Source: an optimization exercise on an open RTL-to-GDS flow (aim: small area and a short achievable clock period). Production flows keep margins and buffers that such runs may drop. At most, simulation tests tie the RTL to the original design; equivalence was not proved. Power and IR drop assume default switching activity.

==> build 85: inputs <==
Design fir_chip, start of the top module:
module fir_chip (
   input  logic                   clock,
   input  logic                   arst_n,
   input  logic                   psel,
   input  logic                   penable,
   input  logic                   pwrite,
   input  logic [8-1:0] paddr,
   input  logic [32-1:0] pwdata,
   output logic [32-1:0] prdata,
   output logic                   pready,
   output logic                   pslverr,
   input  logic                   in_valid,
   input  logic [16-1:0] in_data,
   output logic                   out_valid,
   output logic [16-1:0] out_data
);
   fir_pkg::apb_req_t apb_req;
   fir_pkg::apb_rsp_t apb_rsp;
   fir_pkg::sample_t  samp_in;
   fir_pkg::sample_t  samp_out;
   assign apb_req.psel    = psel;
   assign apb_req.penable = penable;
   assign apb_req.pwrite  = pwrite;
   assign apb_req.paddr   = paddr;
   assign apb_req.pwdata  = pwdata;
   assign samp_in.valid   = in_valid;
   assign samp_in.data    = in_data;
   fir_top u_top (
      .clock   (clock),
      .arst_n  (arst_n),
      .apb_req (apb_req),
      .apb_rsp (apb_rsp),
      .in      (samp_in),
      .out     (samp_out)
   );
   assign prdata    = apb_rsp.prdata;
   assign pready    = apb_rsp.pready;
   assign pslverr   = apb_rsp.pslverr;
   assign out_valid = samp_out.valid;
   assign out_data  = samp_out.data;
endmodule
clock: 10.5 ns
lec_check: 0
abc_area: 1
cap_margin: 20
core_margin: 2
core_utilization: 40
cts_buf_list: sky130_fd_sc_hd__clkbuf_4 sky130_fd_sc_hd__clkbuf_8
setup_slack_margin: 5.0
slew_margin: 20
synth_hierarchical: 1
run.sh (not shown) runs the stock make flow with config.mk's settings and CLKGATE_MAP_FILE= SYNTH_SCRIPT=/design/flow/synth_recipe.tcl, a recipe that flattens the netlist after the stock synthesis.
==> inputs of trial 16, as changes to build 85 <==
--- a/flow/design.v
+++ b/flow/design.v
@@ -98,15 +98,15 @@
             end
             e = m ^ {(DW+2){ng}};
             row[t][i] = {~e[DW+1], e[DW:0]};
             neg[t][i] = ng;
          end
       end
    end
-   logic [AW-1:0] sa, sb, sc;    
+   logic [AW-1:0] sa, sb;    
    logic p0b0_0_s, p0b0_0_c, p0b0_1_s, p0b0_1_c, p0b0_2_s, p0b0_2_c, p0b0_3_s, p0b0_3_c;
    logic p0b0_4_s, p0b0_4_c, p0b0_5_s, p0b0_5_c, p0b1z_0_s, p0b1z_0_c, p0b1z_1_s, p0b1z_1_c;
    logic p0b1z_2_s, p0b1z_2_c, p0b1z_3_s, p0b1z_3_c, p0b1z_4_s, p0b1z_4_c, p0b1z_5_s, p0b1z_5_c;
    logic p0b1o_0_s, p0b1o_0_c, p0b1o_1_s, p0b1o_1_c, p0b1o_2_s, p0b1o_2_c, p0b1o_3_s, p0b1o_3_c;
    logic p0b1o_4_s, p0b1o_4_c, p0b1o_5_s, p0b1o_5_c, p0c12, p0b2z_0_s, p0b2z_0_c, p0b2z_1_s;
    logic p0b2z_1_c, p0b2z_2_s, p0b2z_2_c, p0b2z_3_s, p0b2z_3_c, p0b2z_4_s, p0b2z_4_c, p0b2o_0_s;
    logic p0b2o_0_c, p0b2o_1_s, p0b2o_1_c, p0b2o_2_s, p0b2o_2_c, p0b2o_3_s, p0b2o_3_c, p0b2o_4_s;
@@ -286,14 +286,23 @@
    logic t606_s, t606_c, t607_s, t607_c, t608_s, t608_c, t609_s, t609_c;
    logic t610_s, t610_c, t611_s, t611_c, t612_s, t612_c, t613_s, t613_c;
    logic t614_s, t614_c, t615_s, t615_c, t616_s, t616_c, t617_s, t617_c;
    logic t618_s, t618_c, t619_s, t619_c, t620_s, t620_c, t621_s, t621_c;
    logic t622_s, t622_c, t623_s, t623_c, t624_s, t624_c, t625_s, t625_c;
    logic t626_s, t626_c, t627_s, t627_c, t628_s, t628_c, t629_s, t629_c;
    logic t630_s, t630_c, t631_s, t631_c, t632_s, t632_c, t633_s, t633_c;
+   logic t634_s, t634_c, t635_s, t635_c, t636_s, t636_c, t637_s, t637_c;
+   logic t638_s, t638_c, t639_s, t639_c, t640_s, t640_c, t641_s, t641_c;
+   logic t642_s, t642_c, t643_s, t643_c, t644_s, t644_c, t645_s, t645_c;
+   logic t646_s, t646_c, t647_s, t647_c, t648_s, t648_c, t649_s, t649_c;
+   logic t650_s, t650_c, t651_s, t651_c, t652_s, t652_c, t653_s, t653_c;
+   logic t654_s, t654_c, t655_s, t655_c, t656_s, t656_c, t657_s, t657_c;
+   logic t658_s, t658_c, t659_s, t659_c, t660_s, t660_c, t661_s, t661_c;
+   logic t662_s, t662_c, t663_s, t663_c, t664_s, t664_c, t665_s, t665_c;
+   logic t666_s, t666_c, t667_s, t667_c, t668_s, t668_c;
    fa_cell u_p0b0_0 (.a(pa[0][0]), .b(pd[0][0]), .c(sub), .s(p0b0_0_s), .co(p0b0_0_c));
    fa_cell u_p0b0_1 (.a(pa[0][1]), .b(pd[0][1]), .c(p0b0_0_c), .s(p0b0_1_s), .co(p0b0_1_c));
    fa_cell u_p0b0_2 (.a(pa[0][2]), .b(pd[0][2]), .c(p0b0_1_c), .s(p0b0_2_s), .co(p0b0_2_c));
    fa_cell u_p0b0_3 (.a(pa[0][3]), .b(pd[0][3]), .c(p0b0_2_c), .s(p0b0_3_s), .co(p0b0_3_c));
    fa_cell u_p0b0_4 (.a(pa[0][4]), .b(pd[0][4]), .c(p0b0_3_c), .s(p0b0_4_s), .co(p0b0_4_c));
    fa_cell u_p0b0_5 (.a(pa[0][5]), .b(pd[0][5]), .c(p0b0_4_c), .s(p0b0_5_s), .co(p0b0_5_c));
    ha_cell u_p0b1z_0 (.a(pa[0][6]), .b(pd[0][6]), .s(p0b1z_0_s), .co(p0b1z_0_c));
@@ -1056,38 +1065,71 @@
    fa_cell u_t628 (.a(t589_s), .b(t587_c), .c(t590_s), .s(t628_s), .co(t628_c));
    fa_cell u_t629 (.a(t591_s), .b(t589_c), .c(t590_c), .s(t629_s), .co(t629_c));
    fa_cell u_t630 (.a(t591_c), .b(t593_s), .c(t594_s), .s(t630_s), .co(t630_c));
    fa_cell u_t631 (.a(t595_s), .b(t593_c), .c(t596_s), .s(t631_s), .co(t631_c));
    fa_cell u_t632 (.a(t597_s), .b(t595_c), .c(t598_s), .s(t632_s), .co(t632_c));
    assign t633_s = ~t597_c;
    assign t633_c = t597_c;
-   assign sa = {1'b1, t633_c, t633_s, t596_c, t594_c, t592_c, t592_s, t588_c, t588_s, t584_c, t584_s, t580_c, t580_s, t578_s, t576_s, t574_s, t572_s, t570_s, t568_s, t566_s, t564_s, t562_s, t560_s, t558_s, t556_s, t554_s, t608_c, t550_s, t548_s, t605_c, t604_c, t542_s, t602_c, t538_s, t600_c, t599_c, t438_s};
-   assign sb = {1'b0, 1'b0, t598_c, t632_s, t631_s, t630_s, t629_s, t628_s, t626_c, t625_c, t624_c, t624_s, t622_c, t621_c, t620_c, t619_c, t618_c, t617_c, t616_c, t615_c, t614_c, t613_c, t612_c, t611_c, t610_c, t609_c, t552_s, t607_c, t606_c, t546_s, t605_s, t603_c, t540_s, t601_c, t536_s, t533_s, t599_s};
-   assign sc = {1'b0, 1'b0, t632_c, t631_c, t630_c, t629_c, t628_c, t627_c, t627_s, t626_s, t625_s, t623_c, t623_s, t622_s, t621_s, t620_s, t619_s, t618_s, t617_s, t616_s, t615_s, t614_s, t613_s, t612_s, t611_s, t610_s, t609_s, t608_s, t607_s, t606_s, t544_s, t604_s, t603_s, t602_s, t601_s, t600_s, t532_s};
-   logic [AW-1:0] acc_a, acc_b, acc_c;
+   ha_cell u_t634 (.a(t438_s), .b(t599_s), .s(t634_s), .co(t634_c));
+   fa_cell u_t635 (.a(t599_c), .b(t533_s), .c(t600_s), .s(t635_s), .co(t635_c));
+   fa_cell u_t636 (.a(t600_c), .b(t536_s), .c(t601_s), .s(t636_s), .co(t636_c));
+   fa_cell u_t637 (.a(t538_s), .b(t601_c), .c(t602_s), .s(t637_s), .co(t637_c));
+   fa_cell u_t638 (.a(t602_c), .b(t540_s), .c(t603_s), .s(t638_s), .co(t638_c));
+   fa_cell u_t639 (.a(t542_s), .b(t603_c), .c(t604_s), .s(t639_s), .co(t639_c));
+   fa_cell u_t640 (.a(t604_c), .b(t605_s), .c(t544_s), .s(t640_s), .co(t640_c));
+   fa_cell u_t641 (.a(t605_c), .b(t546_s), .c(t606_s), .s(t641_s), .co(t641_c));
+   fa_cell u_t642 (.a(t548_s), .b(t606_c), .c(t607_s), .s(t642_s), .co(t642_c));
+   fa_cell u_t643 (.a(t550_s), .b(t607_c), .c(t608_s), .s(t643_s), .co(t643_c));
+   fa_cell u_t644 (.a(t608_c), .b(t552_s), .c(t609_s), .s(t644_s), .co(t644_c));
+   fa_cell u_t645 (.a(t554_s), .b(t609_c), .c(t610_s), .s(t645_s), .co(t645_c));
+   fa_cell u_t646 (.a(t556_s), .b(t610_c), .c(t611_s), .s(t646_s), .co(t646_c));
+   fa_cell u_t647 (.a(t558_s), .b(t611_c), .c(t612_s), .s(t647_s), .co(t647_c));
+   fa_cell u_t648 (.a(t560_s), .b(t612_c), .c(t613_s), .s(t648_s), .co(t648_c));
+   fa_cell u_t649 (.a(t562_s), .b(t613_c), .c(t614_s), .s(t649_s), .co(t649_c));
+   fa_cell u_t650 (.a(t564_s), .b(t614_c), .c(t615_s), .s(t650_s), .co(t650_c));
+   fa_cell u_t651 (.a(t566_s), .b(t615_c), .c(t616_s), .s(t651_s), .co(t651_c));
+   fa_cell u_t652 (.a(t568_s), .b(t616_c), .c(t617_s), .s(t652_s), .co(t652_c));
+   fa_cell u_t653 (.a(t570_s), .b(t617_c), .c(t618_s), .s(t653_s), .co(t653_c));
+   fa_cell u_t654 (.a(t572_s), .b(t618_c), .c(t619_s), .s(t654_s), .co(t654_c));
+   fa_cell u_t655 (.a(t574_s), .b(t619_c), .c(t620_s), .s(t655_s), .co(t655_c));
+   fa_cell u_t656 (.a(t576_s), .b(t620_c), .c(t621_s), .s(t656_s), .co(t656_c));
+   fa_cell u_t657 (.a(t578_s), .b(t621_c), .c(t622_s), .s(t657_s), .co(t657_c));
+   fa_cell u_t658 (.a(t580_s), .b(t622_c), .c(t623_s), .s(t658_s), .co(t658_c));
+   fa_cell u_t659 (.a(t580_c), .b(t624_s), .c(t623_c), .s(t659_s), .co(t659_c));
+   fa_cell u_t660 (.a(t584_s), .b(t624_c), .c(t625_s), .s(t660_s), .co(t660_c));
+   fa_cell u_t661 (.a(t584_c), .b(t625_c), .c(t626_s), .s(t661_s), .co(t661_c));
+   fa_cell u_t662 (.a(t588_s), .b(t626_c), .c(t627_s), .s(t662_s), .co(t662_c));
+   fa_cell u_t663 (.a(t588_c), .b(t628_s), .c(t627_c), .s(t663_s), .co(t663_c));
+   fa_cell u_t664 (.a(t592_s), .b(t629_s), .c(t628_c), .s(t664_s), .co(t664_c));
+   fa_cell u_t665 (.a(t592_c), .b(t630_s), .c(t629_c), .s(t665_s), .co(t665_c));
+   fa_cell u_t666 (.a(t594_c), .b(t631_s), .c(t630_c), .s(t666_s), .co(t666_c));
+   fa_cell u_t667 (.a(t596_c), .b(t632_s), .c(t631_c), .s(t667_s), .co(t667_c));
+   fa_cell u_t668 (.a(t633_s), .b(t598_c), .c(t632_c), .s(t668_s), .co(t668_c));
+   assign sa = {1'b1, t633_c, t668_s, t667_s, t666_s, t665_s, t664_s, t662_c, t661_c, t660_c, t660_s, t658_c, t657_c, t656_c, t655_c, t654_c, t653_c, t652_c, t651_c, t650_c, t649_c, t648_c, t647_c, t646_c, t645_c, t644_c, t643_c, t642_c, t641_c, t640_c, t639_c, t638_c, t637_c, t636_c, t635_c, t634_c, t532_s};
+   assign sb = {1'b0, t668_c, t667_c, t666_c, t665_c, t664_c, t663_c, t663_s, t662_s, t661_s, t659_c, t659_s, t658_s, t657_s, t656_s, t655_s, t654_s, t653_s, t652_s, t651_s, t650_s, t649_s, t648_s, t647_s, t646_s, t645_s, t644_s, t643_s, t642_s, t641_s, t640_s, t639_s, t638_s, t637_s, t636_s, t635_s, t634_s};
+   logic [AW-1:0] acc_a, acc_b;
    always_ff @(posedge clock) begin
       if (in.valid) begin
          acc_a <= sa;
          acc_b <= sb;
-         acc_c <= sc;
       end
    end
    logic zero;
    always_ff @(posedge clock or negedge arst_n) begin
       if (!arst_n)
          zero <= 1'b1;
       else if (in.valid)
          zero <= 1'b0;
    end
    logic [AW-1:0]        acc;
    logic signed [AW-1:0] acc_y;
    logic signed [AW-1:0] acc_shr;
    logic                 ovf;
    logic [DW-1:0]        sat_data;
-   assign acc      = acc_a + acc_b + acc_c;
+   assign acc      = acc_a + acc_b;
    assign acc_y    = acc ^ {AW{neg_out}};
    assign acc_shr  = acc_y >>> 17;
    assign ovf      = acc_shr[AW-1:DW-1] != {(AW - DW + 1){acc_shr[AW-1]}};
    assign sat_data = !ovf ? acc_shr[DW-1:0] :
                      acc_shr[AW-1] ? {1'b1, {(DW - 1){1'b0}}}
                                    : {1'b0, {(DW - 1){1'b1}}};
    always_ff @(posedge clock or negedge arst_n) begin
- CTS_BUF_LIST: sky130_fd_sc_hd__clkbuf_4 sky130_fd_sc_hd__clkbuf_8 -> default
==> inputs of trial 44, as changes to build 85 <==
==> flow/flow/run.sh (new file) <==
#!/bin/bash
set -euo pipefail
bash standard.sh SETUP_SLACK_MARGIN=5.3 finish > make.log 2>&1
==> flow/standard.sh (new file) <==
#!/bin/bash
# synth_recipe.tcl (not shown) runs the flow's synth.tcl, then flattens the netlist and writes it again
# the make line also repeats each setting of config.mk as NAME=value (left out here)
make -C /OpenROAD-flow-scripts/flow DESIGN_CONFIG=/design/flow/config.mk WORK_HOME=/design/flow/orfs CLKGATE_MAP_FILE= SYNTH_SCRIPT=/design/flow/synth_recipe.tcl "${@:-finish}"
removed: flow/run.sh
==> run summary <==
| item | trial 16 | build 85 | trial 44 |
|---|---|---|---|
| Outcome | no timing/DRC/antenna violations | no timing/DRC/antenna violations | no timing/DRC/antenna violations |
| Overall routing resource usage | 0.293 | 0.285 | 0.275 |
| Stage delay of the slowest cell on the critical path | 0.26 ns | 0.77 ns | 0.18 ns |
| Share of total power in sequential cells | 0.316 | 0.314 | 0.316 |
| Int Pwr | 4440 µW | 4550 µW | 4500 µW |
| Global Route met1 Usage | 0.389 | 0.380 | 0.362 |
| Part of the total power dissipated in combinational logic | 0.438 | 0.463 | 0.466 |
| Register bit count reported by yosys | 444 | 478 | 478 |
| Worst Hold Slack | 0.417 ns | 0.417 ns | 0.411 ns |
| Slew at the pin closest to its max-slew limit | 1.01 ns | 1.23 ns | 1.02 ns |
| Clock Network Area Fraction | 0.0320 | 0.0323 | 0.0310 |
| Count of plain and timing-repair buffers | 372 | 239 | 274 |
| Endpoint of the most critical setup path | prdata[28] | u_top.u_fir.acc_c[22] | prdata[22] |
| Footprint of the flip-flops and latches | 12700 µm² | 13700 µm² | 13700 µm² |
| Top cell type's share of synthesized area | 0.318 | 0.312 | 0.312 |
| Mux cell area share after synthesis | 0.00980 | 0.00961 | 0.00961 |
| Post-cts sizing count | 284 | 191 | 238 |
| Final-stage net count | 5186 | 5095 | 5130 |
| Routed met3 length | 20.2 mm | 18.6 mm | 18.5 mm |
Only the layout flow was run in build 85 and trial 44; the RTL was not checked for function there.

==> 09-06 <==
Another version of the RTL of fir_chip (not shown whole).
clock: 10.5 ns
lec_check: 0
abc_area: 1
cap_margin: 20
core_margin: 2
core_utilization: 55
cts_buf_list: sky130_fd_sc_hd__clkbuf_4 sky130_fd_sc_hd__clkbuf_8
setup_slack_margin: 5.0
slew_margin: 20
synth_hierarchical: 1
Stock flow here: none of the scripts above is used.
==> 08-17 (differences from 09-06) <==
--- a/flow/design.v
+++ b/flow/design.v
@@ -44,12 +44,11 @@
 module sym_fir (
    input  logic                                              clock,
    input  logic                                              arst_n,
    input  fir_pkg::sample_t                                  in,
    input  logic [4-1:0][18/2-1:0]      cneg,    
-   input  logic [4-1:0][18/2-1:0]      cone,
-   input  logic [4-1:0][18/2-1:0]      ctwo,
+   input  logic [4-1:0][18/2-1:0]      cone,    
    input  fir_pkg::slice_mode_t                              mode,
    output fir_pkg::sample_t                                  out
 );
    localparam int H   = 4;
    localparam int DW  = 16;
@@ -86,11 +85,11 @@
       for (int t = 0; t < H; t++) begin
          for (int i = 0; i < ND; i++) begin
             logic one, two, ng;
             logic [DW+1:0] m, e;
             one = cone[t][i];
-            two = ctwo[t][i];
+            two = ~cone[t][i] & (cneg[t][i] ^ ((i == 0) ? 1'b0 : cneg[t][i-1]));
             ng  = cneg[t][i];
             for (int j = 0; j <= DW + 1; j++) begin
                logic sj, sj1;
                sj  = (j == DW + 1) ? pre[t][DW] : pre[t][j];
                sj1 = (j == 0)      ? 1'b0      : pre[t][j-1];
@@ -1358,11 +1357,10 @@
    input  logic                                     arst_n,
    input  fir_pkg::apb_req_t                        req,
    output fir_pkg::apb_rsp_t                        rsp,
    output logic [4-1:0][18/2-1:0] cneg,
    output logic [4-1:0][18/2-1:0] cone,
-   output logic [4-1:0][18/2-1:0] ctwo,
    output fir_pkg::slice_mode_t                     mode
 );
    localparam int H      = 4;
    localparam int CW     = 18;
    localparam int ND     = 18 / 2;
@@ -1381,34 +1379,31 @@
       mode_sel = (req.paddr == 8'h00);
       for (int k = 0; k < H; k++)
          coef_sel[k] = (req.paddr == 8'(8'h10 + 4 * k));
    end
    assign mapped = mode_sel | (|coef_sel);
-   logic [ND-1:0] wneg, wone, wtwo;
+   logic [ND-1:0] wneg, wone;
    always_comb begin
       logic [CW:0] bx;
       bx = {req.pwdata[CW-1:0], 1'b0};
       for (int i = 0; i < ND; i++) begin
          wneg[i] = bx[2*i+2];
          wone[i] = bx[2*i+1] ^ bx[2*i];
-         wtwo[i] = (bx[2*i+2] & ~bx[2*i+1] & ~bx[2*i]) | (~bx[2*i+2] & bx[2*i+1] & bx[2*i]);
       end
    end
    always_ff @(posedge clock or negedge arst_n) begin
       if (!arst_n) begin
          mode <= '0;
          cneg <= '0;    
          cone <= '0;
-         ctwo <= '0;
       end else if (wr_en) begin
          if (mode_sel)
             mode <= fir_pkg::slice_mode_t'(req.pwdata[MODE_W-1:0]);
          for (int k = 0; k < H; k++) begin
             if (coef_sel[k]) begin    
                cneg[k] <= wneg;
                cone[k] <= wone;
-               ctwo[k] <= wtwo;
             end
          end
       end
    end
    logic [H-1:0][CW-1:0] coef;
@@ -1441,29 +1436,27 @@
    input  fir_pkg::apb_req_t apb_req,
    output fir_pkg::apb_rsp_t apb_rsp,
    input  fir_pkg::sample_t  in,
    output fir_pkg::sample_t  out
 );
-   logic [4-1:0][18/2-1:0] cneg, cone, ctwo;
+   logic [4-1:0][18/2-1:0] cneg, cone;
    fir_pkg::slice_mode_t                         mode;
    fir_regs u_regs (
       .clock  (clock),
       .arst_n (arst_n),
       .req    (apb_req),
       .rsp    (apb_rsp),
       .cneg   (cneg),
       .cone   (cone),
-      .ctwo   (ctwo),
       .mode   (mode)
    );
    sym_fir u_fir (
       .clock  (clock),
       .arst_n (arst_n),
       .in     (in),
       .cneg   (cneg),
       .cone   (cone),
-      .ctwo   (ctwo),
       .mode   (mode),
       .out    (out)
    );
 endmodule
 `timescale 1ns/1ps
--- a/flow/config.mk
+++ b/flow/config.mk
@@ -6,10 +6,10 @@
 export NUM_CORES = 4
 export LEC_CHECK = 0
 export ABC_AREA = 1
 export CAP_MARGIN = 20
 export CORE_MARGIN = 2
-export CORE_UTILIZATION = 55
+export CORE_UTILIZATION = 40
 export CTS_BUF_LIST = sky130_fd_sc_hd__clkbuf_4 sky130_fd_sc_hd__clkbuf_8
 export SETUP_SLACK_MARGIN = 5.0
 export SLEW_MARGIN = 20
 export SYNTH_HIERARCHICAL = 1
==> 03-24 (differences from 09-06) <==
--- a/flow/config.mk
+++ b/flow/config.mk
@@ -6,10 +6,10 @@
 export NUM_CORES = 4
 export LEC_CHECK = 0
 export ABC_AREA = 1
 export CAP_MARGIN = 20
 export CORE_MARGIN = 2
-export CORE_UTILIZATION = 55
+export CORE_UTILIZATION = 40
 export CTS_BUF_LIST = sky130_fd_sc_hd__clkbuf_4 sky130_fd_sc_hd__clkbuf_8
 export SETUP_SLACK_MARGIN = 5.0
 export SLEW_MARGIN = 20
 export SYNTH_HIERARCHICAL = 1
==> summary of the runs <==
The highest setup slack belongs to 03-24, the lowest to 09-06. Total power: 08-17 is higher than 03-24 (about 8%). 09-06 passed the timing, design-rule and antenna checks. 03-24 finished clean. 08-17 finished with timing, DRC and antenna clean. Critical path depth: 03-24 is lower than 08-17 (6). Against 09-06, the combinational power of 03-24 is lower by about 5%. Against 09-06, the global-route usage of 03-24 is lower by 13 points. Of 08-17 and 09-06, 09-06 has the higher core utilization (gap 16 points). In 09-06 the synthesized cell count is smaller than in 08-17, by about 0.33%. Of 09-06 and 03-24, 09-06 has the higher non-clock buffer count (gap 34). In 08-17 the via count is lower than in 03-24, by about 2.5%.

what the ideal ports hide:
Ports are ideal in the flow. The routed layouts listed here were re-timed in OpenROAD. Step 1: set_driving_cell puts a clkbuf_16 on clock and a buf_2 on each other input, an assumption about the parent block. Step 2 times the ports against the registers' clock, not the clock port: input delays grow and output delays shrink by t, the midpoint of the rising clock arrivals with the driver on. a / b / c = ideal ports / drivers / drivers and shift; a / b = the first two.
| run | t (ns) | setup slack, ns | worst slew at a driven data input, ns |
|---|---|---|---|
| build 85 | 0.804 | 4.959 / 4.959 / 4.959 | 0.06 |
| trial 16 | 0.711 | 5.017 / 4.996 / 4.996 | 0.06 |
| trial 44 | 0.803 | 4.985 / 4.945 / 4.945 | 0.06 |
| 09-06 | 0.773 | 4.911 / 4.873 / 4.873 | 0.06 |
| 08-17 | 0.786 | 4.954 / 4.944 / 4.944 | 0.05 |
| 03-24 | 0.785 | 4.986 / 4.937 / 4.937 | 0.05 |
After both steps setup and hold are still met in every run listed. The setup slack of 03-24, which loses most, moves by -0.049 ns with the drivers and by -0.049 ns with both steps.
